What follows belongs to an exercise in optimizing a design on an open flow for small area; a production flow would make more cautious choices. Only simulation tests tie the RTL to the original design; equivalence was not proved. No activity file was given, so power comes from the tool's default toggle rates. No driver is modelled on the clock port, so clocking that relies on it looks cheaper here than on a real chip.

## timed_rgbw_light_interpolator_top
module timed_rgbw_light_interpolator_top #(
  parameter int unsigned SLOTS = 16
) (
  input  logic        clk_i,
  input  logic        rst_ni,
  input  logic        in_valid_i,
  output logic        in_ready_o,
  input  logic        op_i,
  input  logic [3:0]  entry_index_i,
  input  logic        entry_valid_i,
  input  logic [4:0]  entry_hour_i,
  input  logic [5:0]  entry_minute_i,
  input  logic [7:0]  entry_red_i,
  input  logic [7:0]  entry_green_i,
  input  logic [7:0]  entry_blue_i,
  input  logic [7:0]  entry_white_i,
  input  logic [31:0] now_unix_i,
  input  logic [4:0]  now_hour_i,
  input  logic [5:0]  now_minute_i,
  output logic        out_valid_o,
  input  logic        out_ready_i,
  output logic        active_o,
  output logic [7:0]  level_red_o,
  output logic [7:0]  level_green_o,
  output logic [7:0]  level_blue_o,
  output logic [7:0]  level_white_o
);
For scale: about 2200 cells after synthesis, ~900 flip-flops, about 130 I/O pins, roughly 28000 µm² of cells after synthesis.
export LEC_CHECK = 0
export CAP_MARGIN = 20
export CORE_MARGIN = 2
export CORE_UTILIZATION = 45
export PLACE_DENSITY = 0.6
export SLEW_MARGIN = 20
create_clock -name core_clock -period 12.0 [get_ports {clk_i}]
standard.sh (not shown) runs the stock make flow with config.mk's settings and CLKGATE_MAP_FILE= SYNTH_SCRIPT=/design/flow/synth_recipe.tcl, a recipe that flattens the netlist after the stock synthesis.
==> flow/flow/run.sh <==
#!/bin/bash
# Own layout flow: the standard flow (standard.sh, unchanged synthesis,
# floorplan, power grid and tap cells), with these changes:
#   * ports are buffered with the smallest buffer (buf_1) instead of the default;
#   * clock tree synthesis without dummy loads and with sink clusters of up
#     to 24 flip-flops within 150 um.
# Each tool's full output stays in orfs/logs/; make's own output goes to
# flow_make.log in this folder.
set -euo pipefail
cd "$(dirname "$0")/.."
bash standard.sh \
  BUFFER_PORTS_ARGS="-buffer_cell sky130_fd_sc_hd__buf_1" \
  CTS_ARGS="-sink_clustering_enable -repair_clock_nets -dont_use_dummy_load -sink_clustering_size 24 -sink_clustering_max_diameter 150" \
  finish > flow_make.log 2>&1
The starting point finished clean.
Change:
==> flow/flow/run.sh (replaced) <==
#!/bin/bash
# Own layout flow: the standard flow (standard.sh, unchanged synthesis,
# floorplan, power grid and tap cells), with these changes:
#   * ports are buffered with the smallest buffer (buf_1) instead of the default;
#   * clock tree synthesis without dummy loads and with sink clusters of up
#     to 30 flip-flops within 100 um.
# Each tool's full output stays in orfs/logs/; make's own output goes to
# flow_make.log in this folder.
set -euo pipefail
cd "$(dirname "$0")/.."
bash standard.sh \
  BUFFER_PORTS_ARGS="-buffer_cell sky130_fd_sc_hd__buf_1" \
  CTS_ARGS="-sink_clustering_enable -repair_clock_nets -dont_use_dummy_load -sink_clustering_size 30 -sink_clustering_max_diameter 100" \
  finish > flow_make.log 2>&1
--- a/flow/config.mk
+++ b/flow/config.mk
@@ -8,5 +8,5 @@
 export CAP_MARGIN = 20
 export CORE_MARGIN = 2
-export CORE_UTILIZATION = 45
-export PLACE_DENSITY = 0.6
+export CORE_UTILIZATION = 60
+export PLACE_DENSITY = 0.75
 export SLEW_MARGIN = 20
What happened: Via count rises by 1.3%. Routed wire length falls by 1.7%. Die area falls by 25%. Register-to-register slack is worse by 0.99 ns.
Change:
--- a/flow/config.mk
+++ b/flow/config.mk
@@ -8,5 +8,5 @@
 export CAP_MARGIN = 20
 export CORE_MARGIN = 2
-export CORE_UTILIZATION = 60
-export PLACE_DENSITY = 0.75
+export CORE_UTILIZATION = 45
+export PLACE_DENSITY = 0.6
 export SLEW_MARGIN = 20
Global-route usage decreases by 5.8 points.
Cell count went up by 6.9%.
Die area goes up by about 33%.
Design area grows by about 1.1%.
Core utilization is lower by 16 points.
Clock-buffer cell count rose by 3.
Sequential cell count does not change.
Routed wire length grows by about 1.2%.
Non-clock buffer count goes up by 3.

---

Another version of the RTL of timed_rgbw_light_interpolator_top (not shown whole).
Size in the first run: ~2200 cells after synthesis, ~130 I/O pins, about 29000 um^2 of cells after synthesis.
// timed_rgbw_light_interpolator_top
module timed_rgbw_light_interpolator_top #(
  parameter int unsigned SLOTS = 16
) (
  input  logic        clk_i,
  input  logic        rst_ni,
  input  logic        in_valid_i,
  output logic        in_ready_o,
  input  logic        op_i,
  input  logic [3:0]  entry_index_i,
  input  logic        entry_valid_i,
  input  logic [4:0]  entry_hour_i,
  input  logic [5:0]  entry_minute_i,
  input  logic [7:0]  entry_red_i,
  input  logic [7:0]  entry_green_i,
  input  logic [7:0]  entry_blue_i,
  input  logic [7:0]  entry_white_i,
  input  logic [31:0] now_unix_i,
  input  logic [4:0]  now_hour_i,
  input  logic [5:0]  now_minute_i,
  output logic        out_valid_o,
  input  logic        out_ready_i,
  output logic        active_o,
  output logic [7:0]  level_red_o,
  output logic [7:0]  level_green_o,
  output logic [7:0]  level_blue_o,
  output logic [7:0]  level_white_o
);
export LEC_CHECK = 0
export CAP_MARGIN = 20
export CORE_MARGIN = 2
export CORE_UTILIZATION = 45
export PLACE_DENSITY = 0.6
export SLEW_MARGIN = 20
create_clock -name core_clock -period 12.0 [get_ports {clk_i}]
run.sh (not shown) runs the stock make flow with config.mk's settings and CLKGATE_MAP_FILE= SYNTH_SCRIPT=/design/flow/synth_recipe.tcl, a recipe that flattens the netlist after the stock synthesis.
Stock flow here: none of the scripts above is used.
Then changed:
==> flow/flow/run.sh (new file) <==
#!/bin/bash
# Own layout flow: the standard flow (standard.sh, unchanged synthesis,
# floorplan, power grid and tap cells), with these changes:
#   * ports are buffered with the smallest buffer (buf_1) instead of the default;
#   * clock tree synthesis without dummy loads and with sink clusters of up
#     to 30 flip-flops within 200 um.
# Each tool's full output stays in orfs/logs/; make's own output goes to
# flow_make.log in this folder.
set -euo pipefail
cd "$(dirname "$0")/.."
bash standard.sh \
  BUFFER_PORTS_ARGS="-buffer_cell sky130_fd_sc_hd__buf_1" \
  CTS_ARGS="-sink_clustering_enable -repair_clock_nets -dont_use_dummy_load -sink_clustering_size 30 -sink_clustering_max_diameter 200" \
  finish > flow_make.log 2>&1
==> flow/standard.sh (new file) <==
#!/bin/bash
# synth_recipe.tcl (not shown) runs the flow's synth.tcl, then flattens the netlist and writes it again
# the make line also repeats each setting of config.mk as NAME=value (left out here)
make -C /OpenROAD-flow-scripts/flow DESIGN_CONFIG=/design/flow/config.mk WORK_HOME=/design/flow/orfs CLKGATE_MAP_FILE= SYNTH_SCRIPT=/design/flow/synth_recipe.tcl "${@:-finish}"
removed: flow/run.sh
Clock skew climbs by 0.0057 ns.
Synthesized cell count does not change.
Maximum frequency drops by a few percent.
Power is lower by roughly a tenth.
Worst setup slack gets worse by 0.23 ns.
Non-clock buffer count went up by 1.
Wire length decreases by a few percent.
Final cell count goes down by a few percent.

==> afterwards: timing with drivers on the ports <==
No port has a modelled driver above. Below, the same layouts with a new extraction and two added sets of constraints.
Step 1 sets driving cells, clkbuf_16 on the clock port and buf_2 on the other inputs (assumed; they add their load-dependent delay and slew).
Step 2 times the ports against the registers' clock, not the clock port: input delays grow and output delays shrink by t, the midpoint of the rising clock arrivals with the driver on.
Three values: ideal, step 1, step 2; two values: the first two.
run | shift t [ns] | setup WS [ns] | latest minus earliest clock arrival (ns)
the first run of note 1 | 0.644 | 4.675 / 4.675 / 4.675 | 0.036 / 0.036
the second run of note 1 | 0.617 | 3.690 / 3.690 / 3.690 | 0.065 / 0.065
the third run of note 1 | 0.631 | 4.661 / 4.661 / 4.661 | 0.062 / 0.062
the first run of note 2 | 0.697 | 4.450 / 4.450 / 4.379 | 0.040 / 0.040
the second run of note 2 | 0.629 | 4.217 / 4.217 / 4.217 | 0.050 / 0.050
After both steps setup and hold are still met in every run listed. The setup slack of the first run of note 2, which loses most, moves by 0.000 ns with the drivers and by -0.071 ns with both steps.
